Source: an optimization exercise on an open RTL-to-GDS flow (aim: a short achievable clock period and few clock cycles per item). Production flows keep margins and buffers that such runs may drop. The RTL was checked by simulation tests, not by an equivalence proof against the original design. No activity file was given, so power comes from the tool's default toggle rates.

<file path="flow/flow/run.sh">
#!/bin/bash
# Standard layout, except that the combinational logic of the standard synthesis is
# mapped again by ABC with a delay-driven script before floorplanning. The standard
# synthesis's registers (cells and instance names) are kept as they are.
set -euo pipefail
W=$(pwd)
F=$W/flow
R=$W/orfs/results/$FLOW_PLATFORM/pipelineCpu/base
LIB=$FLOW_HOME/platforms/$FLOW_PLATFORM/lib/sky130_fd_sc_hd__tt_025C_1v80.lib
YOSYS=$(command -v yosys || true)
if [[ -z "$YOSYS" ]]; then YOSYS=$FLOW_HOME/../tools/install/yosys/bin/yosys; fi

# 1. the standard synthesis
bash standard.sh synth > $W/log_1_synth.txt 2>&1
cp $R/1_2_yosys.v $W/standard_synth.v

# 2. map the combinational logic again; registers stay as instances
SEQ=$(tr '\n' ' ' < $F/seqcells.txt)
DU=$(cat $F/dontuse.txt $F/resyn_avoid.txt | sed "s/^/-dont_use /" | tr "\n" " ")
printf 'set_driving_cell sky130_fd_sc_hd__buf_1\nset_load 5\n' > $W/resyn.constr
cat > $W/resyn.ys <<EOY
read_liberty -ignore_miss_func $LIB
setattr -mod -set keep_hierarchy 1 $SEQ
read_verilog $W/standard_synth.v
hierarchy -top $FLOW_TOP
flatten
opt_clean -purge
abc -script $F/resyn.abc -liberty $LIB $DU -constr $W/resyn.constr
opt_clean -purge
hilomap -singleton -hicell sky130_fd_sc_hd__conb_1 HI -locell sky130_fd_sc_hd__conb_1 LO
insbuf -buf sky130_fd_sc_hd__buf_4 A X
rename -hide w:*.*
opt_clean -purge
select $FLOW_TOP
write_verilog -noattr -nohex -nodec -selected $W/resyn.v
EOY
$YOSYS -l $W/log_2_resynth.txt -q $W/resyn.ys > /dev/null 2>&1

# the registers must be the standard synthesis's, instance for instance
regs() { grep -E '^ *sky130_fd_sc_hd__[a-z0-9_]+ ' "$1" | awk '{print $1, $2}' | grep -F -w -f $F/seqcells.txt | sort; }
if ! diff <(regs $W/standard_synth.v) <(regs $W/resyn.v) > $W/log_regdiff.txt; then
  echo "registers differ after remapping" >&2
  exit 1
fi
cp $W/resyn.v $R/1_2_yosys.v
touch $R/1_2_yosys.v

# 3. the rest of the standard layout
bash standard.sh > $W/log_3_layout.txt 2>&1
test -f $W/out/final.def
</file>
<file path="flow/flow/dontuse.txt">
sky130_fd_sc_hd__lpflow_bleeder_1
sky130_fd_sc_hd__lpflow_clkbufkapwr_1
sky130_fd_sc_hd__lpflow_clkbufkapwr_16
sky130_fd_sc_hd__lpflow_clkbufkapwr_2
sky130_fd_sc_hd__lpflow_clkbufkapwr_4
sky130_fd_sc_hd__lpflow_clkbufkapwr_8
sky130_fd_sc_hd__lpflow_clkinvkapwr_1
sky130_fd_sc_hd__lpflow_clkinvkapwr_16
sky130_fd_sc_hd__lpflow_clkinvkapwr_2
sky130_fd_sc_hd__lpflow_clkinvkapwr_4
sky130_fd_sc_hd__lpflow_clkinvkapwr_8
sky130_fd_sc_hd__lpflow_decapkapwr_12
sky130_fd_sc_hd__lpflow_decapkapwr_3
sky130_fd_sc_hd__lpflow_decapkapwr_4
sky130_fd_sc_hd__lpflow_decapkapwr_6
sky130_fd_sc_hd__lpflow_decapkapwr_8
sky130_fd_sc_hd__lpflow_inputiso0n_1
sky130_fd_sc_hd__lpflow_inputiso0p_1
sky130_fd_sc_hd__lpflow_inputiso1n_1
sky130_fd_sc_hd__lpflow_inputiso1p_1
sky130_fd_sc_hd__lpflow_inputisolatch_1
sky130_fd_sc_hd__lpflow_isobufsrc_1
sky130_fd_sc_hd__lpflow_isobufsrc_16
sky130_fd_sc_hd__lpflow_isobufsrc_2
sky130_fd_sc_hd__lpflow_isobufsrc_4
sky130_fd_sc_hd__lpflow_isobufsrc_8
sky130_fd_sc_hd__lpflow_isobufsrckapwr_16
sky130_fd_sc_hd__lpflow_lsbuf_lh_hl_isowell_tap_1
sky130_fd_sc_hd__lpflow_lsbuf_lh_hl_isowell_tap_2
sky130_fd_sc_hd__lpflow_lsbuf_lh_hl_isowell_tap_4
sky130_fd_sc_hd__lpflow_lsbuf_lh_isowell_4
sky130_fd_sc_hd__lpflow_lsbuf_lh_isowell_tap_1
sky130_fd_sc_hd__lpflow_lsbuf_lh_isowell_tap_2
sky130_fd_sc_hd__lpflow_lsbuf_lh_isowell_tap_4
sky130_fd_sc_hd__probe_p_8
sky130_fd_sc_hd__probec_p_8
</file>
<file path="flow/flow/resyn.abc">
strash
dch
map -D 1000
buffer -c
topo
upsize -c
dnsize -c
</file>
<file path="flow/flow/resyn_avoid.txt">
sky130_fd_sc_hd__dlygate4sd1_1
sky130_fd_sc_hd__dlygate4sd2_1
sky130_fd_sc_hd__dlygate4sd3_1
sky130_fd_sc_hd__dlymetal6s2s_1
sky130_fd_sc_hd__dlymetal6s4s_1
sky130_fd_sc_hd__dlymetal6s6s_1
sky130_fd_sc_hd__clkdlybuf4s15_1
sky130_fd_sc_hd__clkdlybuf4s15_2
sky130_fd_sc_hd__clkdlybuf4s18_1
sky130_fd_sc_hd__clkdlybuf4s18_2
sky130_fd_sc_hd__clkdlybuf4s25_1
sky130_fd_sc_hd__clkdlybuf4s25_2
sky130_fd_sc_hd__clkdlybuf4s50_1
sky130_fd_sc_hd__clkdlybuf4s50_2
</file>
<file path="flow/flow/seqcells.txt">
sky130_fd_sc_hd__dfbbn_1
sky130_fd_sc_hd__dfbbn_2
sky130_fd_sc_hd__dfbbp_1
sky130_fd_sc_hd__dfrbp_1
sky130_fd_sc_hd__dfrbp_2
sky130_fd_sc_hd__dfrtn_1
sky130_fd_sc_hd__dfrtp_1
sky130_fd_sc_hd__dfrtp_2
sky130_fd_sc_hd__dfrtp_4
sky130_fd_sc_hd__dfsbp_1
sky130_fd_sc_hd__dfsbp_2
sky130_fd_sc_hd__dfstp_1
sky130_fd_sc_hd__dfstp_2
sky130_fd_sc_hd__dfstp_4
sky130_fd_sc_hd__dfxbp_1
sky130_fd_sc_hd__dfxbp_2
sky130_fd_sc_hd__dfxtp_1
sky130_fd_sc_hd__dfxtp_2
sky130_fd_sc_hd__dfxtp_4
sky130_fd_sc_hd__dlclkp_1
sky130_fd_sc_hd__dlclkp_2
sky130_fd_sc_hd__dlclkp_4
sky130_fd_sc_hd__dlrbn_1
sky130_fd_sc_hd__dlrbn_2
sky130_fd_sc_hd__dlrbp_1
sky130_fd_sc_hd__dlrbp_2
sky130_fd_sc_hd__dlrtn_1
sky130_fd_sc_hd__dlrtn_2
sky130_fd_sc_hd__dlrtn_4
sky130_fd_sc_hd__dlrtp_1
sky130_fd_sc_hd__dlrtp_2
sky130_fd_sc_hd__dlrtp_4
sky130_fd_sc_hd__dlxbn_1
sky130_fd_sc_hd__dlxbn_2
sky130_fd_sc_hd__dlxbp_1
sky130_fd_sc_hd__dlxtn_1
sky130_fd_sc_hd__dlxtn_2
sky130_fd_sc_hd__dlxtn_4
sky130_fd_sc_hd__dlxtp_1
sky130_fd_sc_hd__edfxbp_1
sky130_fd_sc_hd__edfxtp_1
sky130_fd_sc_hd__lpflow_inputisolatch_1
sky130_fd_sc_hd__sdfbbn_1
sky130_fd_sc_hd__sdfbbn_2
sky130_fd_sc_hd__sdfbbp_1
sky130_fd_sc_hd__sdfrbp_1
sky130_fd_sc_hd__sdfrbp_2
sky130_fd_sc_hd__sdfrtn_1
sky130_fd_sc_hd__sdfrtp_1
sky130_fd_sc_hd__sdfrtp_2
sky130_fd_sc_hd__sdfrtp_4
sky130_fd_sc_hd__sdfsbp_1
sky130_fd_sc_hd__sdfsbp_2
sky130_fd_sc_hd__sdfstp_1
sky130_fd_sc_hd__sdfstp_2
sky130_fd_sc_hd__sdfstp_4
sky130_fd_sc_hd__sdfxbp_1
sky130_fd_sc_hd__sdfxbp_2
sky130_fd_sc_hd__sdfxtp_1
sky130_fd_sc_hd__sdfxtp_2
sky130_fd_sc_hd__sdfxtp_4
sky130_fd_sc_hd__sdlclkp_1
sky130_fd_sc_hd__sdlclkp_2
sky130_fd_sc_hd__sdlclkp_4
sky130_fd_sc_hd__sedfxbp_1
sky130_fd_sc_hd__sedfxbp_2
sky130_fd_sc_hd__sedfxtp_1
sky130_fd_sc_hd__sedfxtp_2
sky130_fd_sc_hd__sedfxtp_4
</file>
<file path="flow/standard.sh">
#!/bin/bash
# synth_recipe.tcl (not shown) runs the flow's synth.tcl, then flattens the netlist and writes it again
# the make line also repeats each setting of config.mk as NAME=value (left out here)
make -C /OpenROAD-flow-scripts/flow DESIGN_CONFIG=/design/flow/config.mk WORK_HOME=/design/flow/orfs CLKGATE_MAP_FILE= SYNTH_SCRIPT=/design/flow/synth_recipe.tcl "${@:-finish}"
</file>
<file path="flow/config.mk">
export PLATFORM = sky130hd
export DESIGN_NAME = pipelineCpu
export DESIGN_NICKNAME = pipelineCpu
export VERILOG_FILES = /design/flow/design.v
export SDC_FILE = /design/flow/constraint.sdc
export NUM_CORES = 4
export LEC_CHECK = 0
export CAP_MARGIN = 20
export CORE_MARGIN = 2
export CORE_UTILIZATION = 40
export SETUP_SLACK_MARGIN = 3.8
export SLEW_MARGIN = 20
</file>
<file path="flow/constraint.sdc">
create_clock -name core_clock -period 6.2 [get_ports {CLK}]
set_input_delay 1.2400 -clock core_clock [delete_from_list [all_inputs] [get_ports {CLK}]]
set_output_delay 1.2400 -clock core_clock [all_outputs]
set_load 0.01 [all_outputs]
</file>
<file path="flow/design.v">
package cpuPkg;
	localparam int dataWidth = 16;
	localparam int regCount = 8;
	localparam int regIdxWidth = $clog2(regCount);
	typedef logic [dataWidth-1:0] wordT;
	typedef logic [regIdxWidth-1:0] regIdxT;
	localparam int opcodeMsb = 15;
	localparam int opcodeLsb = 11;
	localparam int opcodeWidth = opcodeMsb - opcodeLsb + 1;
	localparam int rxMsb = 10;
	localparam int rxLsb = 8;
	localparam int ryMsb = 7;
	localparam int ryLsb = 5;
	localparam int rzMsb = 4;
	localparam int rzLsb = 2;
	localparam int imm8Width = 8;
	localparam int imm5Width = 5;
	localparam int imm11Width = 11;
	typedef enum logic [opcodeWidth-1:0] {
		opNop   = 5'd0,
		opAddu  = 5'd1,
		opSubu  = 5'd2,
		opAnd   = 5'd3,
		opOr    = 5'd4,
		opSlt   = 5'd5,
		opAddiu = 5'd6,
		opLi    = 5'd7,
		opLw    = 5'd8,
		opSw    = 5'd9,
		opBeqz  = 5'd10,
		opBnez  = 5'd11,
		opB     = 5'd12,
		opJr    = 5'd13
	} opcodeT;
	localparam wordT nopWord = '0;
endpackage
module ksAdd16 (
	input  logic [15:0] a,
	input  logic [15:0] b,
	input  logic        ci,
	output logic [15:0] y
);
	logic [15:0] p0;
	logic [15:0] g0;
	logic [15:0] p1;
	logic [15:0] g1;
	logic [15:0] p2;
	logic [15:0] g2;
	logic [15:0] p3;
	logic [15:0] g3;
	logic [15:0] g4;
	logic [15:0] c;
	assign p0 = a ^ b;
	assign g0 = (a & b) | {15'd0, p0[0] & ci};
	always_comb
	begin
		for (int i = 0; i < 16; i++)
		begin
			if (i >= 1)
			begin
				g1[i] = g0[i] | (p0[i] & g0[i-1]);
				p1[i] = p0[i] & p0[i-1];
			end
			else
			begin
				g1[i] = g0[i];
				p1[i] = p0[i];
			end
		end
		for (int i = 0; i < 16; i++)
		begin
			if (i >= 2)
			begin
				g2[i] = g1[i] | (p1[i] & g1[i-2]);
				p2[i] = p1[i] & p1[i-2];
			end
			else
			begin
				g2[i] = g1[i];
				p2[i] = p1[i];
			end
		end
		for (int i = 0; i < 16; i++)
		begin
			if (i >= 4)
			begin
				g3[i] = g2[i] | (p2[i] & g2[i-4]);
				p3[i] = p2[i] & p2[i-4];
			end
			else
			begin
				g3[i] = g2[i];
				p3[i] = p2[i];
			end
		end
		for (int i = 0; i < 16; i++)
		begin
			if (i >= 8)
				g4[i] = g3[i] | (p3[i] & g3[i-8]);
			else
				g4[i] = g3[i];
		end
	end
	assign c = {g4[14:0], ci};
	assign y = p0 ^ c;
endmodule
module pipelineCpu (
	input  logic           CLK,
	input  logic           RST,
	output cpuPkg::wordT   imemAddr,
	input  cpuPkg::wordT   imemData,
	output cpuPkg::wordT   dmemAddr,
	output cpuPkg::wordT   dmemWData,
	output logic           dmemRead,
	output logic           dmemWrite,
	input  cpuPkg::wordT   dmemRData,
	output logic           wbValid,
	output cpuPkg::regIdxT wbReg,
	output cpuPkg::wordT   wbData
);
	logic [15:0] pc;
	logic [2:0]  liReg;
	logic [7:0]  liImm;
	logic [1:0]  bpCtr [16];
	logic        fdValid;
	logic [15:0] fdInstr;
	logic [15:0] fdPcInc;
	logic [7:0]  fdJrTarget;
	logic        fdPredT;
	logic [3:0]  fdBpIdx;
	logic [15:0] fdRxVal;
	logic        fdPUseRx;
	logic        fdPUseRy;
	logic        fdPRegWrite;
	logic [2:0]  fdPDest;
	logic        fdPIsLi;
	logic        fdPIsAddiu;
	logic        fdResZero;
	logic [15:0] fdRyVal;
	logic        fdRxZero;
	logic        deRegWrite;
	logic        deIsLoad;
	logic        deIsStore;
	logic        deIsCond;
	logic        deBpUpd;
	logic        deIsJr;
	logic        deOpAdd;
	logic        deOpSub;
	logic        deOpAnd;
	logic        deOpOr;
	logic        deOpSlt;
	logic        deFwdAEm;
	logic        deFwdAMw;
	logic        deFwdBEm;
	logic        deFwdBMw;
	logic        deFwdSEm;
	logic        deFwdSMw;
	logic        deBeqz;
	logic        deBwd;
	logic        dePredT;
	logic [3:0]  deBpIdx;
	logic [15:0] deAVal;
	logic [15:0] deBVal;
	logic [15:0] deSVal;
	logic [2:0]  deDest;
	logic [15:0] deTarget;
	logic [15:0] deAltPc;
	logic        emRegWrite;
	logic        emIsLoad;
	logic        emIsStore;
	logic [15:0] emResult;
	logic [15:0] emAddr;
	logic        emSelLoad;
	logic [15:0] emStoreData;
	logic [2:0]  emDest;
	logic        mwRegWrite;
	logic [15:0] mwResult;
	logic [2:0]  mwDest;
	logic [15:0] mwOutData;
	logic [2:0]  mwOutDest;
	logic [15:0] regs [8];
	logic [7:0]  regZero;
	logic        mwZero;
	logic        deAZero;
	logic        deAEqT;
	logic        deIsLi;
	logic        deJrEqEm;
	logic        deJrEqMw;
	logic        stall;
	logic        redirect;
	logic [15:0] redirPc;
	logic [4:0]  fOp;
	logic        fIsB;
	logic        fIsCond;
	logic        fIsJr;
	logic        fIsLi;
	logic        fJrHit;
	logic        fFlip;
	logic        fPredT;
	logic [15:0] pcInc;
	logic [15:0] fTarget8;
	logic [15:0] fTarget11;
	logic [15:0] fTarget;
	logic [15:0] nextPc;
	assign imemAddr = pc;
	assign pcInc = pc + 16'd1;
	assign fOp = imemData[15:11];
	assign fIsB = fOp == 5'd12;
	assign fIsCond = fOp == 5'd10 || fOp == 5'd11;
	assign fIsJr = fOp == 5'd13;
	assign fIsLi = fOp == 5'd7;
	assign fJrHit = fIsJr && imemData[10:8] == liReg;
	assign fFlip = bpCtr[pc[3:0]][1];
	logic [8:0]  lo8;
	logic [11:0] lo11;
	logic [7:0]  hi8Up;
	logic [7:0]  hi8Down;
	logic [4:0]  hi5Up;
	logic [4:0]  hi5Down;
	logic [7:0]  hi8;
	logic [4:0]  hi5;
	logic        takePred;
	logic [15:0] basePc;
	assign hi8Up = pc[15:8] + 8'd1;
	assign hi8Down = pc[15:8] - 8'd1;
	assign hi5Up = pc[15:11] + 5'd1;
	assign hi5Down = pc[15:11] - 5'd1;
	assign lo8 = {1'b0, pc[7:0]} + {1'b0, imemData[7:0]} + 9'd1;
	assign lo11 = {1'b0, pc[10:0]} + {1'b0, imemData[10:0]} + 12'd1;
	always_comb
	begin
		case ({lo8[8], imemData[7]})
			2'b10:   hi8 = hi8Up;
			2'b01:   hi8 = hi8Down;
			default: hi8 = pc[15:8];
		endcase
		case ({lo11[11], imemData[10]})
			2'b10:   hi5 = hi5Up;
			2'b01:   hi5 = hi5Down;
			default: hi5 = pc[15:11];
		endcase
	end
	assign fTarget8 = {hi8, lo8[7:0]};
	assign fTarget11 = {hi5, lo11[10:0]};
	assign fTarget = fIsB ? fTarget11 : (fIsJr ? {8'h00, liImm} : fTarget8);
	assign basePc = redirect ? redirPc : (stall ? pc : pcInc);
	assign takePred = fPredT && !redirect && !stall;
	assign nextPc = takePred ? fTarget : basePc;
	always_ff @(posedge CLK or negedge RST)
	begin
		if (!RST)
		begin
			pc <= '0;
			liReg <= '0;
			liImm <= '0;
			fdValid <= 1'b0;
		end
		else
		begin
			pc <= nextPc;
			if (fIsLi)
			begin
				liReg <= imemData[10:8];
				liImm <= imemData[7:0];
			end
			if (redirect)
				fdValid <= 1'b0;
			else if (!stall)
				fdValid <= 1'b1;
		end
	end
	logic [2:0]  fRx;
	logic [2:0]  fRy;
	assign fRx = imemData[10:8];
	assign fRy = imemData[7:5];
	logic        pRegOp;
	logic        pUseRx;
	logic        pUseRy;
	logic        pRegWrite;
	logic [2:0]  pDest;
	logic        pIsLi;
	logic        pIsAddiu;
	logic        pResZero;
	logic [15:0] fRxRead;
	assign pRegOp = fOp >= 5'd1 && fOp <= 5'd5;
	assign pUseRx = pRegOp || fOp == 5'd6 || fOp == 5'd8 || fOp == 5'd9 || fOp == 5'd10 ||
		fOp == 5'd11 || fOp == 5'd13;
	assign pUseRy = pRegOp || fOp == 5'd9;
	assign pRegWrite = pRegOp || fOp == 5'd6 || fOp == 5'd7 || fOp == 5'd8;
	assign pDest = pRegOp ? imemData[4:2] : (fOp == 5'd8 ? imemData[7:5] : imemData[10:8]);
	assign pIsLi = fOp == 5'd7;
	assign pIsAddiu = fOp == 5'd6;
	assign fRxRead = (mwRegWrite && mwDest == fRx) ? mwResult : regs[fRx];
	assign pResZero = pIsLi ? (imemData[7:0] == 8'd0) :
		(fRxRead == -{{8{imemData[7]}}, imemData[7:0]});
	always_ff @(posedge CLK)
	begin
		if (stall)
		begin
			fdRxVal <= dRxVal;
			fdRyVal <= dRyVal;
			fdRxZero <= dRxZero;
		end
		else
		begin
			fdRxVal <= fRxRead;
			fdRyVal <= (mwRegWrite && mwDest == fRy) ? mwResult : regs[fRy];
			fdRxZero <= (mwRegWrite && mwDest == fRx) ? mwZero : regZero[fRx];
		end
	end
	always_ff @(posedge CLK)
	begin
		if (!stall)
		begin
			fdInstr <= imemData;
			fdPUseRx <= pUseRx;
			fdPUseRy <= pUseRy;
			fdPRegWrite <= pRegWrite;
			fdPDest <= pDest;
			fdPIsLi <= pIsLi;
			fdPIsAddiu <= pIsAddiu;
			fdResZero <= pResZero;
			fdPcInc <= pcInc;
			fdJrTarget <= liImm;
			fdPredT <= fPredT;
			fdBpIdx <= pc[3:0];
		end
	end
	logic [4:0]  dOp;
	logic [2:0]  dRx;
	logic [2:0]  dRy;
	logic [2:0]  dRz;
	logic        dRegOp;
	logic        dSrcImm;
	logic        dIsLi;
	logic        dUseRx;
	logic        dUseRy;
	logic        dRegWrite;
	logic [2:0]  dDest;
	logic [15:0] dImm;
	logic [15:0] dRxVal;
	logic [15:0] dRyVal;
	logic        dRxEm;
	logic        dRxMw;
	logic        dRyEm;
	logic        dRyMw;
	assign dOp = fdValid ? fdInstr[15:11] : 5'd0;
	assign dRx = fdInstr[10:8];
	assign dRy = fdInstr[7:5];
	assign dRz = fdInstr[4:2];
	assign dRegOp = dOp >= 5'd1 && dOp <= 5'd5;
	assign dSrcImm = dOp == 5'd6 || dOp == 5'd7 || dOp == 5'd8 || dOp == 5'd9;
	assign dIsLi = fdValid && fdPIsLi;
	assign dUseRx = fdValid && fdPUseRx;
	assign dUseRy = fdValid && fdPUseRy;
	assign dRegWrite = fdValid && fdPRegWrite;
	assign dDest = fdPDest;
	always_comb
	begin
		case (dOp)
			5'd6:       dImm = {{8{fdInstr[7]}}, fdInstr[7:0]};
			5'd7:       dImm = {8'h00, fdInstr[7:0]};
			default:    dImm = {{11{fdInstr[4]}}, fdInstr[4:0]};
		endcase
	end
	assign dRxVal = (mwRegWrite && mwDest == dRx) ? mwResult : fdRxVal;
	assign dRyVal = (mwRegWrite && mwDest == dRy) ? mwResult : fdRyVal;
	assign dRxEm = deRegWrite && deDest == dRx;
	assign dRxMw = !dRxEm && emRegWrite && emDest == dRx;
	assign dRyEm = deRegWrite && deDest == dRy;
	assign dRyMw = !dRyEm && emRegWrite && emDest == dRy;
	logic [15:0] dTarget;
	logic [15:0] dOffset;
	assign dOffset = (fdInstr[15:11] == 5'd12) ? {{5{fdInstr[10]}}, fdInstr[10:0]} :
		{{8{fdInstr[7]}}, fdInstr[7:0]};
	assign dTarget = (fdInstr[15:11] == 5'd13) ? {8'h00, fdJrTarget} : fdPcInc + dOffset;
	logic        emZero;
	logic        dRxZero;
	assign emZero = emResult == 16'd0;
	assign dRxZero = (mwRegWrite && mwDest == dRx) ? mwZero : fdRxZero;
	logic [2:0]  fRxB;
	logic        fHitD;
	logic        fHitE;
	logic        fHitM;
	logic        fHitW;
	logic        fKnown;
	logic        fZero;
	logic        dResZero;
	logic        dResKnown;
	assign fRxB = imemData[10:8];
	assign fHitD = dRegWrite && dDest == fRxB;
	assign fHitE = deRegWrite && deDest == fRxB;
	assign fHitM = emRegWrite && emDest == fRxB;
	assign fHitW = mwRegWrite && mwDest == fRxB;
	assign dResKnown = dIsLi || (fdValid && fdPIsAddiu && !dRxEm && !dRxMw &&
		!(mwRegWrite && mwDest == dRx));
	assign dResZero = fdResZero;
	assign fKnown = fHitD ? dResKnown : (!fHitE && !(fHitM && emSelLoad));
	assign fZero = fHitD ? dResZero : (fHitM ? emZero : (fHitW ? mwZero : regZero[fRxB]));
	assign fPredT = fIsB || fJrHit ||
		(fIsCond && (fKnown ? (imemData[11] ? !fZero : fZero) : (imemData[7] ^ fFlip)));
	assign stall = deIsLoad && ((dUseRx && dRx == deDest) || (dUseRy && dRy == deDest));
	always_ff @(posedge CLK or negedge RST)
	begin
		if (!RST)
		begin
			deRegWrite <= 1'b0;
			deIsLoad <= 1'b0;
			deIsStore <= 1'b0;
			deIsCond <= 1'b0;
			deIsJr <= 1'b0;
			deOpAdd <= 1'b0;
			deOpSub <= 1'b0;
			deOpAnd <= 1'b0;
			deOpOr <= 1'b0;
			deOpSlt <= 1'b0;
			deBpUpd <= 1'b0;
			deIsLi <= 1'b0;
		end
		else if (redirect || stall)
		begin
			deRegWrite <= 1'b0;
			deIsLoad <= 1'b0;
			deIsStore <= 1'b0;
			deIsCond <= 1'b0;
			deIsJr <= 1'b0;
			deOpAdd <= 1'b0;
			deOpSub <= 1'b0;
			deOpAnd <= 1'b0;
			deOpOr <= 1'b0;
			deOpSlt <= 1'b0;
			deBpUpd <= 1'b0;
			deIsLi <= 1'b0;
		end
		else
		begin
			deIsLi <= dIsLi;
			deRegWrite <= dRegWrite;
			deIsLoad <= dOp == 5'd8;
			deIsStore <= dOp == 5'd9;
			deIsCond <= (dOp == 5'd10 || dOp == 5'd11) && fdInstr[7:0] != 8'd0;
			deBpUpd <= (dOp == 5'd10 || dOp == 5'd11) && fdInstr[7:0] != 8'd0;
			deIsJr <= dOp == 5'd13;
			deOpAdd <= dOp == 5'd1 || dSrcImm;
			deOpSub <= dOp == 5'd2;
			deOpAnd <= dOp == 5'd3;
			deOpOr <= dOp == 5'd4;
			deOpSlt <= dOp == 5'd5;
		end
	end
	always_ff @(posedge CLK)
	begin
		deFwdAEm <= dRxEm && !dIsLi;
		deFwdAMw <= dRxMw && !dIsLi;
		deAVal <= (dRxEm || dRxMw || dIsLi) ? 16'd0 : dRxVal;
		deAZero <= dRxZero;
		deAEqT <= dRxVal == {8'h00, fdJrTarget};
		deJrEqEm <= deIsLi && deBVal == dTarget;
		deJrEqMw <= emResult == dTarget;
		deFwdBEm <= dRyEm && !dSrcImm;
		deFwdBMw <= dRyMw && !dSrcImm;
		deBVal <= dSrcImm ? dImm : ((dRyEm || dRyMw) ? 16'd0 : dRyVal);
		deFwdSEm <= dRyEm;
		deFwdSMw <= dRyMw;
		deSVal <= (dRyEm || dRyMw) ? 16'd0 : dRyVal;
		deBeqz <= fdInstr[11] == 1'b0;
		deBwd <= fdInstr[7];
		dePredT <= fdPredT;
		deBpIdx <= fdBpIdx;
		deDest <= dDest;
		deTarget <= dTarget;
		deAltPc <= fdPredT ? fdPcInc : dTarget;
	end
	logic [15:0] opA;
	logic [15:0] opB;
	logic [15:0] storeVal;
	logic [15:0] sum;
	logic [15:0] diff;
	logic        lt;
	logic [15:0] aluResult;
	logic        aZero;
	logic        actualT;
	logic        mispCond;
	logic        mispJr;
	assign opA = ({16{deFwdAEm}} & emResult) | ({16{deFwdAMw}} & mwResult) | deAVal;
	assign opB = ({16{deFwdBEm}} & emResult) | ({16{deFwdBMw}} & mwResult) | deBVal;
	assign storeVal = ({16{deFwdSEm}} & emResult) | ({16{deFwdSMw}} & mwResult) | deSVal;
	ksAdd16 sumAdd (.a(opA), .b(opB), .ci(1'b0), .y(sum));
	ksAdd16 diffAdd (.a(opA), .b(~opB), .ci(1'b1), .y(diff));
	assign lt = (opA[15] != opB[15]) ? opA[15] : diff[15];
	assign aluResult = ({16{deOpAdd}} & sum) | ({16{deOpSub}} & diff) |
		({16{deOpAnd}} & (opA & opB)) | ({16{deOpOr}} & (opA | opB)) |
		{15'd0, deOpSlt & lt};
	logic        jrOk;
	assign aZero = deFwdAEm ? emZero : (deFwdAMw ? mwZero : deAZero);
	assign jrOk = deFwdAEm ? deJrEqEm : (deFwdAMw ? deJrEqMw : deAEqT);
	assign actualT = deBeqz ? aZero : !aZero;
	assign mispCond = deIsCond && (actualT != dePredT);
	assign mispJr = deIsJr && (!dePredT || !jrOk);
	assign redirect = mispCond || mispJr;
	assign redirPc = deIsJr ? opA : deAltPc;
	logic        bpUpd;
	logic        bpWrong;
	logic [3:0]  bpIdx;
	always_ff @(posedge CLK or negedge RST)
	begin
		if (!RST)
			bpUpd <= 1'b0;
		else
			bpUpd <= deBpUpd;
	end
	always_ff @(posedge CLK)
	begin
		bpWrong <= actualT != deBwd;
		bpIdx <= deBpIdx;
	end
	always_ff @(posedge CLK or negedge RST)
	begin
		if (!RST)
		begin
			for (int i = 0; i < 16; i++)
				bpCtr[i] <= 2'd0;
		end
		else if (bpUpd)
		begin
			if (bpWrong)
			begin
				if (bpCtr[bpIdx] != 2'd3)
					bpCtr[bpIdx] <= bpCtr[bpIdx] + 2'd1;
			end
			else if (bpCtr[bpIdx] != 2'd0)
				bpCtr[bpIdx] <= bpCtr[bpIdx] - 2'd1;
		end
	end
	always_ff @(posedge CLK or negedge RST)
	begin
		if (!RST)
		begin
			emRegWrite <= 1'b0;
			emIsLoad <= 1'b0;
			emIsStore <= 1'b0;
		end
		else
		begin
			emRegWrite <= deRegWrite;
			emIsLoad <= deIsLoad;
			emIsStore <= deIsStore;
		end
	end
	always_ff @(posedge CLK)
	begin
		emResult <= aluResult;
		emAddr <= sum;
		emSelLoad <= deIsLoad;
		emStoreData <= storeVal;
		emDest <= deDest;
	end
	assign dmemAddr = emAddr;
	assign dmemWData = emStoreData;
	assign dmemRead = emIsLoad;
	assign dmemWrite = emIsStore;
	always_ff @(posedge CLK or negedge RST)
	begin
		if (!RST)
			mwRegWrite <= 1'b0;
		else
			mwRegWrite <= emRegWrite;
	end
	always_ff @(posedge CLK)
	begin
		mwResult <= emSelLoad ? dmemRData : emResult;
		mwZero <= (emSelLoad ? dmemRData : emResult) == 16'd0;
		mwDest <= emDest;
		if (emRegWrite)
		begin
			mwOutData <= emSelLoad ? dmemRData : emResult;
			mwOutDest <= emDest;
		end
	end
	assign wbValid = mwRegWrite;
	assign wbReg = mwOutDest;
	assign wbData = mwOutData;
	always_ff @(posedge CLK or negedge RST)
	begin
		if (!RST)
		begin
			for (int i = 0; i < 8; i++)
				regs[i] <= '0;
		end
		else if (mwRegWrite)
			regs[mwDest] <= mwResult;
	end
	always_ff @(posedge CLK or negedge RST)
	begin
		if (!RST)
			regZero <= 8'hff;
		else if (mwRegWrite)
			regZero[mwDest] <= mwZero;
	end
endmodule
</file>
==> flow_summary.ini, run 1 <==
[final_layout]
post-route-util_pct = 54.4
area_growth_pct = 35.2
final_cells = 4494
nets = 3636
drive_above_1_share_pct = 28.8
antenna_cells = 0

[floorplanning]
io_pins = 104
core_um2 = 62700
die_h_um = 255
dieWidth_um = 255
start_util_pct = 40.3
dieArea_um2 = 65200
rows = 92

[run]
maxCapViolCount = 0

[detailed_routing]
dr.pass1.iters = 9
via_count = 26655
drc = 0
final_antenna_net_count = 0
viasPerCell = 5.93
drt-total-wl_um = 112000
wl_per_cell_um = 24.9
drt_iter0_drc = 2982

[yosys]
synth_nets = 3284
synthCells = 3250
synth.avg_cell_area_um2 = 7.77
yosys_warnings = 4
syn_area_um2 = 25300

[hold_path]
min_to = bpIdx[3]$_DFF_P_
whs_path_depth = 0
hp-start = deBpIdx[3]$_DFF_P_
hold_path_class = register to register

[global_routing]
grt_max_degree = 144
grt.total_usage_pct = 33.1
grt_pass1_vias = 25043
antenna_found_initial = 5
grt_pass1_wl_um = 163000
overflow = 0

[sta]
period_minus_slack_ns = 2.95
holdWs_ns = 0.324
setup_slack_ns = 3.25
slew_headroom_pct = 31.2
fin_skew_ns = 0.0383
rsz0062_at_grt = yes
hold_viol = 0
setup_viol = 0
worstMarginPinSlew_ns = 1.03
max_freq_mhz = 339
maxSlewViolCount = 0
min_period_over_period_pct = 47.6
fin_setup_tns_ns = 0

[cts]
cts_tree = done
clk_latency_ns = 0.65
cts.sinks = 479
htreeDepth = 2
cts_buffers = 54
clock_path_buffers = 3
cts.reportedPaths.clkPinSlew_ns = 0.06
cts_hold_buf = 0
cts_root_buffer = clkbuf_16

[pwr]
cellLeakagePower_nw = 14.4
vdd_ir_drop_max_mv = 0.279
powerDensity_nw_per_um2 = 424

[setup_path]
worstSetupEndpointType = register
cp-start-kind = primary input
cp.required_ns = 6.64
ff2ff_setup_slack_ns = 3.36
r2r_cells = 12
critPathKind = primary input to register
cp_top_family = compound AO/OA/AOI/OAI gates
critPathSlowestCell = nor4_2
crit_chain = buf_16 -> buf_12 -> nor2_4 -> buf_8 -> clkinvlp_4 -> buf_6 -> a21oi_2 -> a221oi_2 -> o21ai_1 -> a22oi_2 -> nor4_2 -> a21oi_1 -> a211oi_2 -> nand4_1 -> o31ai_1
cp.depth = 15
worstPathArrival_ns = 3.39
timing.rr.end = pc[7]$_DFFE_PN0P_
path_buf_inv = 5
cp_max_fo = 8
worstReg2RegStart = fdInstr[9]$_DFFE_PN_
cpPeakStageDelay_ns = 0.28

[placed_design]
pre_cts_slack_ns = 1.05
place_congestion = 0.970
hpwl_um = 75400
placed_cells = 4080
io_buffer_count = 103

[outcome]
outcome = complete, no violations
## report_power, final
group          internal (mW)  switching (mW)  total [mW]
clock network           2.09            1.46        3.55
registers               4.14           0.889        5.03
logic                   2.26            3.66        5.92
## per-stage QoR
stage          total power, mW  area (um2)
5_1_grt                   15.2       34200
6_report                  14.5       34200
3_3_place_gp              9.45       27000
3_5_place_dp              9.43       27000
2_1_floorplan             7.70       25500
4_1_cts                   13.8       32500
## layout by cell type (no fill, tap or decap), drive strengths merged, types with 71 or more instances in the layout
cell and instances:
a21oi 207, buf 407, clkbuf 71, dfrtp 204
dfxtp 194, edfxtp 73, inv 340, nand2 627
nand3 149, nand4 71, nor2 370, o21ai 353
## area by class of cell
| type | instances | area [um2] |
|---|---|---|
| Timing Repair inverter | 3 | 25.0 |
| Tap cell | 846 | 1060 |
| Multi-Input combinational cell | 2261 | 14200 |
| Clock inverter | 33 | 420 |
| Timing Repair Buffer | 436 | 3880 |
| Clock buffer | 69 | 1530 |
| Inverter | 367 | 1570 |
| Sequential cell | 479 | 11500 |
| Fill cell | 5869 | 28600 |
## worst register-to-register path, cell delays in order, from the launching register on
cell and delay (ns):
edfxtp_1 0.53, buf_4 0.25, xnor2_4 0.20, a31oi_1 0.21, nand3_1 0.17, a211oi_2 0.32
nand4_4 0.22, a211oi_4 0.37, buf_6 0.17, buf_16 0.11, nand2_2 0.04, o211ai_1 0.09
o21ai_1 0.09
## metal layers
layer | wire length (um) | GRT usage [%]
met5 | 46 | 0
met3 | 11600 | 7.22
met2 | 49700 | 51.5
met4 | 6280 | 15.8
met1 | 44500 | 43.8
## state kept, by name, indices dropped and copies added, names as in the netlist, 16 cells and up
| register | cells |
|---|---|
| emStoreData | 16 |
| mwOutData | 16 |
| bpCtr | 32 |
| deAltPc | 16 |
| deSVal | 16 |
| pc | 16 |
| fdInstr | 16 |
| fdRxVal | 16 |
| fdPcInc | 16 |
| fdRyVal | 16 |
| deAVal | 16 |
| emAddr | 16 |
| deBVal | 16 |
| emResult | 16 |
| regs | 128 |
| mwResult | 16 |
## timing repair
item | CTS | global route
resized for setup | 834 | 264
pin swaps | 96 | 135
endpoints found under the setup margin | 283 | 173
cloned | 14 | 2
setup buffers | 210 | 86
## worst max path at each step
stage           startpoint             endpoint  slack, ns
5_1_grt        imemData[8]  fdResZero$_DFFE_PN_       3.05
3_5_place_dp   imemData[8]   pc[15]$_DFFE_PN0P_       1.05
4_1_cts        imemData[8]  fdResZero$_DFFE_PN_       3.40
2_1_floorplan  imemData[8]   pc[11]$_DFFE_PN0P_       3.08
3_3_place_gp   imemData[8]   pc[15]$_DFFE_PN0P_       1.09
6_report       imemData[8]  fdResZero$_DFFE_PN_       3.25
Testbench counts, summed over its fixed seeds: cycles 10,374, instrs 10,210.
==> inputs of run 2 (changes only) <==
--- a/flow/design.v
+++ b/flow/design.v
@@ -136,5 +136,5 @@
 	logic        fdPIsLi;
 	logic        fdPIsAddiu;
-	logic        fdResZero;
+	logic [15:0] fdNegImm;
 	logic [15:0] fdRyVal;
 	logic        fdRxZero;
@@ -281,5 +281,5 @@
 	logic        pIsLi;
 	logic        pIsAddiu;
-	logic        pResZero;
+	logic [15:0] pNegImm;
 	logic [15:0] fRxRead;
 	assign pRegOp = fOp >= 5'd1 && fOp <= 5'd5;
@@ -292,6 +292,5 @@
 	assign pIsAddiu = fOp == 5'd6;
 	assign fRxRead = (mwRegWrite && mwDest == fRx) ? mwResult : regs[fRx];
-	assign pResZero = pIsLi ? (imemData[7:0] == 8'd0) :
-		(fRxRead == -{{8{imemData[7]}}, imemData[7:0]});
+	assign pNegImm = -{{8{imemData[7]}}, imemData[7:0]};
 	always_ff @(posedge CLK)
 	begin
@@ -320,5 +319,5 @@
 			fdPIsLi <= pIsLi;
 			fdPIsAddiu <= pIsAddiu;
-			fdResZero <= pResZero;
+			fdNegImm <= pNegImm;
 			fdPcInc <= pcInc;
 			fdJrTarget <= liImm;
@@ -380,22 +379,46 @@
 	assign dRxZero = (mwRegWrite && mwDest == dRx) ? mwZero : fdRxZero;
 	logic [2:0]  fRxB;
-	logic        fHitD;
-	logic        fHitE;
-	logic        fHitM;
-	logic        fHitW;
 	logic        fKnown;
 	logic        fZero;
 	logic        dResZero;
 	logic        dResKnown;
+	logic [7:0]  knownR;
+	logic [7:0]  zeroR;
+	always_comb
+	begin
+		for (int r = 0; r < 8; r++)
+		begin
+			if (dRegWrite && dDest == 3'(r))
+			begin
+				knownR[r] = dResKnown;
+				zeroR[r] = dResZero;
+			end
+			else if (deRegWrite && deDest == 3'(r))
+			begin
+				knownR[r] = 1'b0;
+				zeroR[r] = 1'b0;
+			end
+			else if (emRegWrite && emDest == 3'(r))
+			begin
+				knownR[r] = !emSelLoad;
+				zeroR[r] = emZero;
+			end
+			else if (mwRegWrite && mwDest == 3'(r))
+			begin
+				knownR[r] = 1'b1;
+				zeroR[r] = mwZero;
+			end
+			else
+			begin
+				knownR[r] = 1'b1;
+				zeroR[r] = regZero[r];
+			end
+		end
+	end
 	assign fRxB = imemData[10:8];
-	assign fHitD = dRegWrite && dDest == fRxB;
-	assign fHitE = deRegWrite && deDest == fRxB;
-	assign fHitM = emRegWrite && emDest == fRxB;
-	assign fHitW = mwRegWrite && mwDest == fRxB;
-	assign dResKnown = dIsLi || (fdValid && fdPIsAddiu && !dRxEm && !dRxMw &&
-		!(mwRegWrite && mwDest == dRx));
-	assign dResZero = fdResZero;
-	assign fKnown = fHitD ? dResKnown : (!fHitE && !(fHitM && emSelLoad));
-	assign fZero = fHitD ? dResZero : (fHitM ? emZero : (fHitW ? mwZero : regZero[fRxB]));
+	assign dResKnown = dIsLi || (fdValid && fdPIsAddiu && !dRxEm && !dRxMw);
+	assign dResZero = fdPIsLi ? (fdInstr[7:0] == 8'd0) : (dRxVal == fdNegImm);
+	assign fKnown = knownR[fRxB];
+	assign fZero = zeroR[fRxB];
 	assign fPredT = fIsB || fJrHit ||
 		(fIsCond && (fKnown ? (imemData[11] ? !fZero : fZero) : (imemData[7] ^ fFlip)));
@@ -456,6 +479,6 @@
 		deAZero <= dRxZero;
 		deAEqT <= dRxVal == {8'h00, fdJrTarget};
-		deJrEqEm <= deIsLi && deBVal == dTarget;
-		deJrEqMw <= emResult == dTarget;
+		deJrEqEm <= deIsLi && deBVal == {8'h00, fdJrTarget};
+		deJrEqMw <= emResult == {8'h00, fdJrTarget};
 		deFwdBEm <= dRyEm && !dSrcImm;
 		deFwdBMw <= dRyMw && !dSrcImm;
==> run 2 against run 1 <==
Compared with the run above: core utilization increased by 2.2 points; hold slack improved by 0.0025 ns; largest power group unchanged; area after synthesis increased by 0.24%; largest cell class unchanged; critical path type unchanged; final area increased by 4.3%; combinational power decreased by 2%; sequential share of layout area decreased by 0.28 points; sequential power decreased by 2%; die area increased by 0.23%; critical endpoint is now pc[14]$_DFFE_PN0P_.
==> flow_summary.ini, run 2 <==
[cts]
cts.reportedPaths.clkPinSlew_ns = 0.06
cts_tree = done
cts_buffers = 56
clock_path_buffers = 3
htreeDepth = 2
cts_root_buffer = clkbuf_16
clk_latency_ns = 0.65
cts.sinks = 493

[sta]
min_period_over_period_pct = 48.6
fin_skew_ns = 0.0437
worstMarginPinSlew_ns = 0.817
setup_slack_ns = 3.18
period_minus_slack_ns = 3.02
rsz0062_at_grt = yes
maxSlewViolCount = 0
setup_viol = 0
slew_headroom_pct = 45.4
max_freq_mhz = 332
fin_setup_tns_ns = 0
holdWs_ns = 0.327
hold_viol = 0

[setup_path]
cp.required_ns = 6.69
cp-start-kind = primary input
worstPathArrival_ns = 3.51
ff2ff_setup_slack_ns = 3.20
critPathKind = primary input to register
cp_max_fo = 4
worstSetupEndpointType = register

[pwr]
vdd_ir_drop_max_mv = 0.222
powerDensity_nw_per_um2 = 409
swShare_pct = 39.2
cellLeakagePower_nw = 14.9
seq_power_share_pct = 33.9
clkPwrFrac_pct = 26.4
p_int_mw = 8.86
p_total_mw = 14.6
pwr-share-comb_pct = 39.7
power.switching_mw = 5.70

[floorplanning]
die_h_um = 256
io_pins = 104
core_um2 = 62900
dieWidth_um = 256
start_util_pct = 40.3
rows = 92
dieArea_um2 = 65300

[detailed_routing]
drt-total-wl_um = 117000
drt_iter0_drc = 3279
dr.pass1.iters = 8
wl_per_cell_um = 26.0
drc = 0
via_count = 27356
viasPerCell = 6.05
final_antenna_net_count = 0

[yosys]
yosys_warnings = 4
synth_nets = 3213
syn_area_um2 = 25300
synth.avg_cell_area_um2 = 7.96
synthCells = 3179

[placed_design]
dpl_cell_area_um2 = 27200
place_congestion = 0.985
placed_cells = 4014
hpwl_um = 73600
pre_cts_slack_ns = 1.34
io_buffer_count = 103

[final_layout]
multi_input_area_um2 = 14000
drive_above_1_share_pct = 31.1
final_cells = 4518
n_fill_cell = 5576
post-route-util_pct = 56.7
reg_top3 = regs x128, bpCtr x32
largest_reg_flops = 128
antenna_cells = 0
final_cell_mix = 448 x nand2_1, 300 x nor2_1, 285 x o21ai_0
seq_area_um2 = 11900
nets = 3658
largest_register = regs
final_area_um2 = 35600
area_growth_pct = 40.7
layout_commonest_cell = nand2_1

[global_routing]
grt_max_degree = 168
grt_pass1_wl_um = 166000
grt_pass1_vias = 25484
grt.total_usage_pct = 33.3
antenna_found_initial = 1
overflow = 0

[run]
maxCapViolCount = 0

[outcome]
outcome = complete, no violations

[hold_path]
hold_path_class = register to register
==> run 2: changes by cell type in the layout (fill, tap and decap cells not counted), moves of 11 or more <==
cell / previous run / this run
buf_12: 18 / 37
a21oi_2: 16 / 27
edfxtp_1: 73 / 87
a22oi_1: 38 / 84
buf_6: 58 / 128
inv_1: 292 / 257
a21oi_1: 182 / 157
nand2_1: 553 / 448
o2111ai_1: 20 / 7
nor2_2: 33 / 55
o21ai_1: 57 / 42
o21ai_0: 258 / 285
nand4_1: 67 / 45
a221oi_2: 19 / 7
==> run 2: path summary, 6_finish.rpt <==
kind / to / start / cells past startpoint
worst min register to register: bpIdx[3]$_DFF_P_ / deBpIdx[3]$_DFF_P_ / 0
worst min-delay path: bpIdx[3]$_DFF_P_ / deBpIdx[3]$_DFF_P_ / 0
min in group asynchronous: emIsStore$_DFF_PN0_ / RST / 1
max in group asynchronous: regs[4][13]$_DFFE_PN0P_ / RST / 3
worst max register to register: pc[14]$_DFFE_PN0P_ / fdInstr[0]$_DFFE_PN_ / 13
worst max-delay path: pc[14]$_DFFE_PN0P_ / imemData[7] / 16
==> run 2: final cells by class <==
class,instances,area share (%)
well taps,846,2.97
clock inverters,45,1.95
clock buffers,61,4.01
inverters,316,3.84
flip-flops and latches,493,33.4
repair inverters,1,0.0211
multi-input cells,2226,39.3
repair buffers,530,14.5
==> run 2: power groups by stage <==
stage	logic [mW]	registers [mW]	clock network (mW)
after floorplan	2.59	4.64	0
after global placement	3.75	4.97	0
after detailed placement	3.79	4.97	0
after CTS	4.93	4.86	3.86
after global routing	6.16	5.01	4.00
final	5.78	4.94	3.85
==> run 2: critical path, stage by stage <==
cell and delay (ns):
clkbuf_4 0.19, buf_12 0.17, buf_12 0.13, nor2_1 0.14, nor2_1 0.07, nor2_2 0.26
a31oi_4 0.08, buf_4 0.17, o21ai_2 0.20, nand4_1 0.19, nand2_1 0.14, nand3_2 0.10
nand2_1 0.08, nand3_1 0.07, a31oi_1 0.17, o22ai_1 0.10
==> run 2: timing repair <==
| action | 4_1_cts | 5_1_grt |
|---|---|---|
| pin swaps | 133 | 104 |
| setup buffers | 256 | 118 |
| cloned | 17 | 6 |
| setup endpoints to repair | 257 | 184 |
| hold buffers | 0 | 0 |
| gates resized for setup | 796 | 383 |
==> run 2: metal layers <==
layer | global-route usage (%) | wire (um)
met2 | 50.4 | 51000
met4 | 16.3 | 7220
met3 | 6.62 | 11800
met5 | 0 | 0
met1 | 45.7 | 47300
Testbench counts of run 2, summed over its fixed seeds: cycles 10,374, instrs 10,210.
==> inputs of run 3 (changes only) <==
--- a/flow/design.v
+++ b/flow/design.v
@@ -130,4 +130,6 @@
 	logic [3:0]  fdBpIdx;
 	logic [15:0] fdRxVal;
+	logic [15:0] fdRyVal;
+	logic        fdRxZero;
 	logic        fdPUseRx;
 	logic        fdPUseRy;
@@ -135,8 +137,6 @@
 	logic [2:0]  fdPDest;
 	logic        fdPIsLi;
-	logic        fdPIsAddiu;
-	logic [15:0] fdNegImm;
-	logic [15:0] fdRyVal;
-	logic        fdRxZero;
+	logic        fdPCondNz;
+	logic        fdPBnez;
 	logic        deRegWrite;
 	logic        deIsLoad;
@@ -184,10 +184,15 @@
 	logic        deAZero;
 	logic        deAEqT;
+	logic        deIsAddImm;
 	logic        deIsLi;
 	logic        deJrEqEm;
 	logic        deJrEqMw;
+	logic        deAEqNeg;
+	logic        exResZero;
 	logic        stall;
 	logic        redirect;
 	logic [15:0] redirPc;
+	logic        dRedirect;
+	logic [15:0] dRedirPc;
 	logic [4:0]  fOp;
 	logic        fIsB;
@@ -212,4 +217,5 @@
 	assign fJrHit = fIsJr && imemData[10:8] == liReg;
 	assign fFlip = bpCtr[pc[3:0]][1];
+	assign fPredT = fIsB || (fIsCond && (imemData[7] ^ fFlip)) || fJrHit;
 	logic [8:0]  lo8;
 	logic [11:0] lo11;
@@ -244,6 +250,6 @@
 	assign fTarget11 = {hi5, lo11[10:0]};
 	assign fTarget = fIsB ? fTarget11 : (fIsJr ? {8'h00, liImm} : fTarget8);
-	assign basePc = redirect ? redirPc : (stall ? pc : pcInc);
-	assign takePred = fPredT && !redirect && !stall;
+	assign basePc = redirect ? redirPc : (dRedirect ? dRedirPc : (stall ? pc : pcInc));
+	assign takePred = fPredT && !redirect && !dRedirect && !stall;
 	assign nextPc = takePred ? fTarget : basePc;
 	always_ff @(posedge CLK or negedge RST)
@@ -264,5 +270,5 @@
 				liImm <= imemData[7:0];
 			end
-			if (redirect)
+			if (redirect || dRedirect)
 				fdValid <= 1'b0;
 			else if (!stall)
@@ -275,22 +281,5 @@
 	assign fRy = imemData[7:5];
 	logic        pRegOp;
-	logic        pUseRx;
-	logic        pUseRy;
-	logic        pRegWrite;
-	logic [2:0]  pDest;
-	logic        pIsLi;
-	logic        pIsAddiu;
-	logic [15:0] pNegImm;
-	logic [15:0] fRxRead;
 	assign pRegOp = fOp >= 5'd1 && fOp <= 5'd5;
-	assign pUseRx = pRegOp || fOp == 5'd6 || fOp == 5'd8 || fOp == 5'd9 || fOp == 5'd10 ||
-		fOp == 5'd11 || fOp == 5'd13;
-	assign pUseRy = pRegOp || fOp == 5'd9;
-	assign pRegWrite = pRegOp || fOp == 5'd6 || fOp == 5'd7 || fOp == 5'd8;
-	assign pDest = pRegOp ? imemData[4:2] : (fOp == 5'd8 ? imemData[7:5] : imemData[10:8]);
-	assign pIsLi = fOp == 5'd7;
-	assign pIsAddiu = fOp == 5'd6;
-	assign fRxRead = (mwRegWrite && mwDest == fRx) ? mwResult : regs[fRx];
-	assign pNegImm = -{{8{imemData[7]}}, imemData[7:0]};
 	always_ff @(posedge CLK)
 	begin
@@ -303,5 +292,5 @@
 		else
 		begin
-			fdRxVal <= fRxRead;
+			fdRxVal <= (mwRegWrite && mwDest == fRx) ? mwResult : regs[fRx];
 			fdRyVal <= (mwRegWrite && mwDest == fRy) ? mwResult : regs[fRy];
 			fdRxZero <= (mwRegWrite && mwDest == fRx) ? mwZero : regZero[fRx];
@@ -313,11 +302,12 @@
 		begin
 			fdInstr <= imemData;
-			fdPUseRx <= pUseRx;
-			fdPUseRy <= pUseRy;
-			fdPRegWrite <= pRegWrite;
-			fdPDest <= pDest;
-			fdPIsLi <= pIsLi;
-			fdPIsAddiu <= pIsAddiu;
-			fdNegImm <= pNegImm;
+			fdPUseRx <= pRegOp || fOp == 5'd6 || fOp == 5'd8 || fOp == 5'd9 || fOp == 5'd10 ||
+				fOp == 5'd11 || fOp == 5'd13;
+			fdPUseRy <= pRegOp || fOp == 5'd9;
+			fdPRegWrite <= pRegOp || fOp == 5'd6 || fOp == 5'd7 || fOp == 5'd8;
+			fdPDest <= pRegOp ? imemData[4:2] : (fOp == 5'd8 ? imemData[7:5] : imemData[10:8]);
+			fdPIsLi <= fOp == 5'd7;
+			fdPCondNz <= fIsCond && imemData[7:0] != 8'd0;
+			fdPBnez <= fOp == 5'd11;
 			fdPcInc <= pcInc;
 			fdJrTarget <= liImm;
@@ -374,53 +364,21 @@
 		{{8{fdInstr[7]}}, fdInstr[7:0]};
 	assign dTarget = (fdInstr[15:11] == 5'd13) ? {8'h00, fdJrTarget} : fdPcInc + dOffset;
+	logic        dIsCondNz;
+	logic        dEmHit;
+	logic        dCanResolve;
+	logic        dZero;
+	logic        dActualT;
+	assign dIsCondNz = fdValid && fdPCondNz;
+	assign dEmHit = emRegWrite && emDest == dRx;
+	assign dCanResolve = dIsCondNz &&
+		(dRxEm ? (deIsAddImm && !deFwdAEm && !deFwdAMw) : !(dEmHit && emSelLoad));
 	logic        emZero;
 	logic        dRxZero;
 	assign emZero = emResult == 16'd0;
 	assign dRxZero = (mwRegWrite && mwDest == dRx) ? mwZero : fdRxZero;
-	logic [2:0]  fRxB;
-	logic        fKnown;
-	logic        fZero;
-	logic        dResZero;
-	logic        dResKnown;
-	logic [7:0]  knownR;
-	logic [7:0]  zeroR;
-	always_comb
-	begin
-		for (int r = 0; r < 8; r++)
-		begin
-			if (dRegWrite && dDest == 3'(r))
-			begin
-				knownR[r] = dResKnown;
-				zeroR[r] = dResZero;
-			end
-			else if (deRegWrite && deDest == 3'(r))
-			begin
-				knownR[r] = 1'b0;
-				zeroR[r] = 1'b0;
-			end
-			else if (emRegWrite && emDest == 3'(r))
-			begin
-				knownR[r] = !emSelLoad;
-				zeroR[r] = emZero;
-			end
-			else if (mwRegWrite && mwDest == 3'(r))
-			begin
-				knownR[r] = 1'b1;
-				zeroR[r] = mwZero;
-			end
-			else
-			begin
-				knownR[r] = 1'b1;
-				zeroR[r] = regZero[r];
-			end
-		end
-	end
-	assign fRxB = imemData[10:8];
-	assign dResKnown = dIsLi || (fdValid && fdPIsAddiu && !dRxEm && !dRxMw);
-	assign dResZero = fdPIsLi ? (fdInstr[7:0] == 8'd0) : (dRxVal == fdNegImm);
-	assign fKnown = knownR[fRxB];
-	assign fZero = zeroR[fRxB];
-	assign fPredT = fIsB || fJrHit ||
-		(fIsCond && (fKnown ? (imemData[11] ? !fZero : fZero) : (imemData[7] ^ fFlip)));
+	assign dZero = dRxEm ? exResZero : (dEmHit ? emZero : dRxZero);
+	assign dActualT = fdPBnez ? !dZero : dZero;
+	assign dRedirect = dCanResolve && (dActualT != fdPredT) && !redirect;
+	assign dRedirPc = fdPredT ? fdPcInc : dTarget;
 	assign stall = deIsLoad && ((dUseRx && dRx == deDest) || (dUseRy && dRy == deDest));
 	always_ff @(posedge CLK or negedge RST)
@@ -439,4 +397,5 @@
 			deOpSlt <= 1'b0;
 			deBpUpd <= 1'b0;
+			deIsAddImm <= 1'b0;
 			deIsLi <= 1'b0;
 		end
@@ -454,14 +413,16 @@
 			deOpSlt <= 1'b0;
 			deBpUpd <= 1'b0;
+			deIsAddImm <= 1'b0;
 			deIsLi <= 1'b0;
 		end
 		else
 		begin
+			deIsAddImm <= dOp == 5'd6 || dOp == 5'd7;
 			deIsLi <= dIsLi;
 			deRegWrite <= dRegWrite;
 			deIsLoad <= dOp == 5'd8;
 			deIsStore <= dOp == 5'd9;
-			deIsCond <= (dOp == 5'd10 || dOp == 5'd11) && fdInstr[7:0] != 8'd0;
-			deBpUpd <= (dOp == 5'd10 || dOp == 5'd11) && fdInstr[7:0] != 8'd0;
+			deIsCond <= dIsCondNz && !dCanResolve;
+			deBpUpd <= dIsCondNz;
 			deIsJr <= dOp == 5'd13;
 			deOpAdd <= dOp == 5'd1 || dSrcImm;
@@ -481,4 +442,5 @@
 		deJrEqEm <= deIsLi && deBVal == {8'h00, fdJrTarget};
 		deJrEqMw <= emResult == {8'h00, fdJrTarget};
+		deAEqNeg <= dIsLi ? (dImm == 16'd0) : (dRxVal == -dImm);
 		deFwdBEm <= dRyEm && !dSrcImm;
 		deFwdBMw <= dRyMw && !dSrcImm;
@@ -521,4 +483,5 @@
 	assign mispCond = deIsCond && (actualT != dePredT);
 	assign mispJr = deIsJr && (!dePredT || !jrOk);
+	assign exResZero = deAEqNeg;
 	assign redirect = mispCond || mispJr;
 	assign redirPc = deIsJr ? opA : deAltPc;
--- a/flow/config.mk
+++ b/flow/config.mk
@@ -9,4 +9,4 @@
 export CORE_MARGIN = 2
 export CORE_UTILIZATION = 40
-export SETUP_SLACK_MARGIN = 3.8
+export SETUP_SLACK_MARGIN = 3.5
 export SLEW_MARGIN = 20
==> run 3 against run 2 <==
Compared with the run above: highest routed layer is now met5; sequential power up 2%; wire length down 12%; sequential cell count down 11; still clean; maximum frequency up 9.8%; final area down 10%; clock power down 15%.
==> flow_summary.ini, run 3 <==
[outcome]
outcome = complete, no violations

[cts]
cts_hold_buf = 0
clock_path_buffers = 3
cts_root_buffer = clkbuf_16
htreeDepth = 2
cts_tree = done
cts.reportedPaths.clkPinSlew_ns = 0.06
cts.sinks = 482
cts_buffers = 53
clk_latency_ns = 0.62

[global_routing]
grt_pass1_wl_um = 152000
overflow = 0
grt_pass1_vias = 24174
grt_max_degree = 108
grt.total_usage_pct = 30.9
antenna_found_initial = 1

[final_layout]
final_cell_mix = 537 x nand2_1, 288 x inv_1, 287 x o21ai_0
reg_top3 = regs x128, bpCtr x32
drive_above_1_share_pct = 21.1
nets = 3460
final_area_um2 = 32100
largest_register = regs
final_cells = 4308
largest_reg_flops = 128
layout_commonest_cell = nand2_1
area_growth_pct = 27.5

[sta]
period_minus_slack_ns = 2.75
slew_headroom_pct = 36.7
max_freq_mhz = 364
maxSlewViolCount = 0
hold_viol = 0
setup_viol = 0
fin_setup_tns_ns = 0
fin_skew_ns = 0.0240
min_period_over_period_pct = 44.3
rsz0062_at_grt = yes
worstMarginPinSlew_ns = 0.947

[yosys]
synth_nets = 3209
yosys_warnings = 4
syn_area_um2 = 25200
synth.avg_cell_area_um2 = 7.92
synthCells = 3175

[pwr]
vdd_ir_drop_max_mv = 0.289
cellLeakagePower_nw = 13.4
powerDensity_nw_per_um2 = 434

[floorplanning]
dieWidth_um = 255
rows = 91
dieArea_um2 = 64900
core_um2 = 61900
io_pins = 104
die_h_um = 255
start_util_pct = 40.6

[placed_design]
dpl_cell_area_um2 = 27000
hpwl_um = 71000
io_buffer_count = 103
place_congestion = 0.968
placed_cells = 3996

[setup_path]
critPathKind = primary input to register
cp-start-kind = primary input
worstSetupEndpointType = register
cp_max_fo = 6
r2r_cells = 13
crit_start = imemData[7]
worstReg2RegStart = fdInstr[10]$_DFFE_PN_
worstPathArrival_ns = 3.25
cp.required_ns = 6.70

[detailed_routing]
wl_per_cell_um = 23.9
viasPerCell = 5.97
via_count = 25709
dr.pass1.iters = 8
drt-total-wl_um = 103000
drt_iter0_drc = 3045
final_antenna_net_count = 0
drc = 0

[run]
maxCapViolCount = 0

[hold_path]
whs_path_depth = 0
hp-start = deBpIdx[0]$_DFF_P_
hold_path_class = register to register
==> run 3: power breakdown <==
part	internal (mW)	total, mW	switching [mW]
registers	4.18	5.04	0.858
clock network	1.90	3.26	1.36
logic	2.08	5.61	3.53
total	8.16	13.9	5.76
==> run 3: timing repair <==
item,CTS,global route
setup buffers,120,87
endpoints found under the hold margin,0,0
setup endpoints to repair,191,94
pin swaps,48,102
gates cloned,3,2
gates resized for setup,305,255
==> run 3: cell type report <==
class	instances	area (um2)
multi-input cells	2196	13100
flip-flops and latches	482	11600
inverters	351	1500
repair buffers	342	3080
fillers	5849	29900
clock inverters	21	229
well taps	837	1050
diodes	1	2.50
clock buffers	78	1550
==> run 3: final timing paths <==
| check | endpoint | slack [ns] |
|---|---|---|
| worst max register to register | pc[14]$_DFFE_PN0P_ | 3.50 |
| min in group asynchronous | bpCtr[10][0]$_DFFE_PN0P_ | 0.70 |
| worst min-delay path | bpIdx[0]$_DFF_P_ | 0.32 |
| max in group asynchronous | regs[3][3]$_DFFE_PN0P_ | 4.11 |
| worst max-delay path | pc[14]$_DFFE_PN0P_ | 3.45 |
| worst min register to register | bpIdx[0]$_DFF_P_ | 0.32 |
==> run 3: routing by layer <==
metal | GRT usage, % | vias to the layer above | part of all wire [%]
li1 | - | 11508 | -
met1 | 42.5 | 12503 | 42
met2 | 48.4 | 1424 | 45
met3 | 5.24 | 272 | 9.6
met4 | 12.1 | 2 | 4.4
met5 | 0 | - | 0.013
==> run 3: worst max-delay path: stages <==
cell and delay, ns:
buf_12 0.13, buf_12 0.13, nor2_1 0.28, a31oi_4 0.09, buf_4 0.19, a41oi_4 0.25, nand4_1 0.25, o211ai_2 0.15
nand2_1 0.09, nand3_2 0.08, a31oi_4 0.09, a221oi_2 0.27
==> run 3: stage by stage <==
stage	hold WS (ns)	worst slack, ns	power, mW	utilization, %
floorplan	0.310	3.30	7.93	-
global placement	0.313	1.81	9.59	43.5
detailed placement	0.313	1.78	9.64	43.5
CTS	0.325	3.43	13.3	49.0
global route	0.329	3.33	14.7	51.8
finish	0.324	3.45	13.9	51.8
Testbench counts of run 3, summed over its fixed seeds: cycles 10,564, instrs 10,210.
==> inputs of run 4 (changes only) <==
--- a/flow/config.mk
+++ b/flow/config.mk
@@ -9,4 +9,4 @@
 export CORE_MARGIN = 2
 export CORE_UTILIZATION = 40
-export SETUP_SLACK_MARGIN = 3.5
+export SETUP_SLACK_MARGIN = 3.8
 export SLEW_MARGIN = 20
==> run 4 against run 3 <==
Compared with the run above: cell count is 2.9% higher; core utilization is 4.5 points higher; worst setup slack better by 0.024 ns; sequential power is 1% higher; clock power is 4% higher; via count is 3.8% higher; wire length is 4.2% higher; critical path depth is 3 higher; sequential cell count stayed put; critical endpoint is now pc[13]$_DFFE_PN0P_.
==> flow_summary.ini, run 4 <==
[sta]
holdWs_ns = 0.327
min_period_over_period_pct = 43.9
rsz0062_at_grt = yes
max_freq_mhz = 367
period_minus_slack_ns = 2.72
worstMarginPinSlew_ns = 0.957
fin_setup_tns_ns = 0
fin_skew_ns = 0.0293
hold_viol = 0
slew_headroom_pct = 36.0
maxSlewViolCount = 0
setup_viol = 0

[final_layout]
final_area_um2 = 34800
nets = 3586
n_fill_cell = 5534
final_cell_mix = 479 x nand2_1, 265 x buf_4, 260 x inv_1
reg_top3 = regs x128, bpCtr x32
drive_above_1_share_pct = 33.3
largest_register = regs
layout_commonest_cell = nand2_1
largest_reg_flops = 128
final_cells = 4434
area_growth_pct = 38.5

[floorplanning]
rows = 91
dieArea_um2 = 64900
start_util_pct = 40.6
core_um2 = 61900
io_pins = 104
die_h_um = 255
dieWidth_um = 255

[pwr]
p_int_mw = 8.81
swShare_pct = 41.8
cellLeakagePower_nw = 14.4
vdd_ir_drop_max_mv = 0.347
clkPwrFrac_pct = 22.4
pwr-share-comb_pct = 43.9
powerDensity_nw_per_um2 = 434
seq_power_share_pct = 33.7
power.switching_mw = 6.32

[placed_design]
place_congestion = 0.962
hpwl_um = 70600
placed_cells = 3997
io_buffer_count = 103
dpl_cell_area_um2 = 27200

[setup_path]
ff2ff_setup_slack_ns = 3.48
cp_common_cell = nand2_1
cp-start-kind = primary input
critPathKind = primary input to register
crit_chain = buf_8 -> buf_12 -> nor2b_4 -> o221ai_4 -> nand3_4 -> buf_6 -> a41oi_4 -> nand4_1 -> buf_4 -> nand2_1 -> a21oi_1 -> o21ai_0 -> nand2_1 -> a21oi_2 -> o22ai_1
worstSetupEndpointType = register
cp.required_ns = 6.72
worstPathArrival_ns = 3.24
worstReg2RegStart = emResult[2]$_DFF_P_
cpPeakStageDelay_ns = 0.27
timing.rr.end = pc[5]$_DFFE_PN0P_
r2r_cells = 12
cp_max_fo = 6
critPathSlowestCell = a41oi_4

[yosys]
synth_nets = 3209
syn_area_um2 = 25200
synthCells = 3175
yosys_warnings = 4
synth.avg_cell_area_um2 = 7.92

[detailed_routing]
via_count = 26694
wl_per_cell_um = 24.1
viasPerCell = 6.02
drt_iter0_drc = 2957
dr.pass1.iters = 7
drc = 0
drt-total-wl_um = 107000
final_antenna_net_count = 0

[cts]
cts.sinks = 482
clock_path_buffers = 3
clk_latency_ns = 0.64
cts_tree = done
cts_hold_buf = 0
cts_buffers = 54
cts.reportedPaths.clkPinSlew_ns = 0.06
cts_root_buffer = clkbuf_16
htreeDepth = 2

[hold_path]
min_to = bpIdx[2]$_DFF_P_
hold_path_class = register to register
hp-start = deBpIdx[2]$_DFF_P_
whs_path_depth = 0

[global_routing]
grt_pass1_wl_um = 153000
grt_max_degree = 126
antenna_found_initial = 3
grt_pass1_vias = 24258
overflow = 0
grt.total_usage_pct = 31.1

[outcome]
outcome = complete, no violations

[run]
maxCapViolCount = 0
run 4: cell count changes in the layout (fill, tap and decap cells not counted), sizes merged, moves of 4 or more:
cell,before,now
dlygate4sd2,72,2
clkinvlp,22,26
inv,323,327
clkdlybuf4s15,3,8
clkbuf,81,86
buf,246,430
clkinv,23,18
run 4: what timing repair did:
action / CTS / global route
gates resized for setup: 711 / 483
endpoints found under the setup margin: 273 / 172
gates cloned: 4 / 7
buffers inserted: 174 / 150
pin swaps: 87 / 167
run 4: metrics by stage:
step                      setup WS [ns]  power, mW  utilization [%]
after detailed placement           1.64       9.66             43.9
after global placement             1.58       9.60             43.9
after floorplan                    3.30       7.98                -
final                              3.48       15.1             56.3
after global routing               3.38       15.8             56.3
after CTS                          3.55       13.9             51.3
run 4: cell type report:
class,instances,area (um2),share of cell area [%]
Multi-Input combinational cell,2195,14500,41.6
Timing Repair Buffer,466,4270,12.3
Antenna cell,1,2.50,0.00718
Inverter,351,1580,4.53
Tap cell,837,1050,3.01
Clock inverter,22,211,0.607
Clock buffer,78,1650,4.73
Timing Repair inverter,2,16.3,0.0467
Sequential cell,482,11600,33.2
run 4: how the worst max path moves through the flow:
stage / start / end / cells past startpoint
2_1_floorplan: imemData[5] / pc[13]$_DFFE_PN0P_ / 11
3_3_place_gp: imemData[6] / fdRyVal[10]$_DFF_P_ / 8
3_5_place_dp: imemData[6] / fdRyVal[10]$_DFF_P_ / 8
4_1_cts: imemData[5] / pc[14]$_DFFE_PN0P_ / 12
5_1_grt: emResult[12]$_DFF_P_ / pc[5]$_DFFE_PN0P_ / 13
6_report: imemData[5] / pc[13]$_DFFE_PN0P_ / 15
run 4: worst max-delay path, delay by kind of cell:
| family | cells | cell delay [ns] |
|---|---|---|
| compound gates | 6 | 0.77 |
| buf+inv | 4 | 0.57 |
| simple gates | 5 | 0.64 |
run 4: power groups by stage:
| stage | registers (mW) | logic [mW] | clock network (mW) |
|---|---|---|---|
| 2_1_floorplan | 4.69 | 3.29 | 0 |
| 3_3_place_gp | 5.13 | 4.48 | 0 |
| 3_5_place_dp | 5.13 | 4.52 | 0 |
| 4_1_cts | 5.03 | 5.43 | 3.40 |
| 5_1_grt | 5.17 | 7.09 | 3.54 |
| 6_report | 5.10 | 6.63 | 3.39 |
run 4: layer usage:
layer  GRT usage, %  wire length (um)  vias to the layer above
li1               -                 -                    11782
met1           42.4             43400                    12937
met2           48.7             48000                     1644
met3           5.88             10700                      327
met4           12.5              4960                        4
met5              0                21                        -

-- separate check: timing with driven ports --
The flow's constraints put no driver on any port. The routed layouts listed below were extracted and timed again, unchanged, in two steps.
Step 1 (the two cells are an assumption about what drives the block):
set clk [get_ports {CLK}]
set_driving_cell -lib_cell sky130_fd_sc_hd__clkbuf_16 $clk
set_driving_cell -lib_cell sky130_fd_sc_hd__buf_2 [delete_from_list [all_inputs] $clk]
Step 2 adds t to the input delays and takes it off the output delays; t is the mean of the earliest and latest rising clock arrival at the registers after step 1. Input paths then give back, and output paths get back, about the clock's delay inside the block.
Slacks: ideal ports / drivers / drivers and shift; pairs: ideal ports / drivers.
run | t, ns | setup WS [ns] | worst register clock-pin slew, ns | pins driven straight from the clock port
run 1 | 0.700 | 3.250 / 3.214 / 2.514 | 0.07 / 0.07 | 1
run 2 | 0.696 | 3.184 / 3.198 / 2.502 | 0.07 / 0.07 | 1
run 3 | 0.674 | 3.454 / 3.441 / 2.798 | 0.07 / 0.07 | 1
run 4 | 0.683 | 3.478 / 3.480 / 2.819 | 0.07 / 0.07 | 1
After both steps setup and hold are still met in every run listed. The setup slack of run 1, which loses most, moves by -0.036 ns with the drivers and by -0.736 ns with both steps.
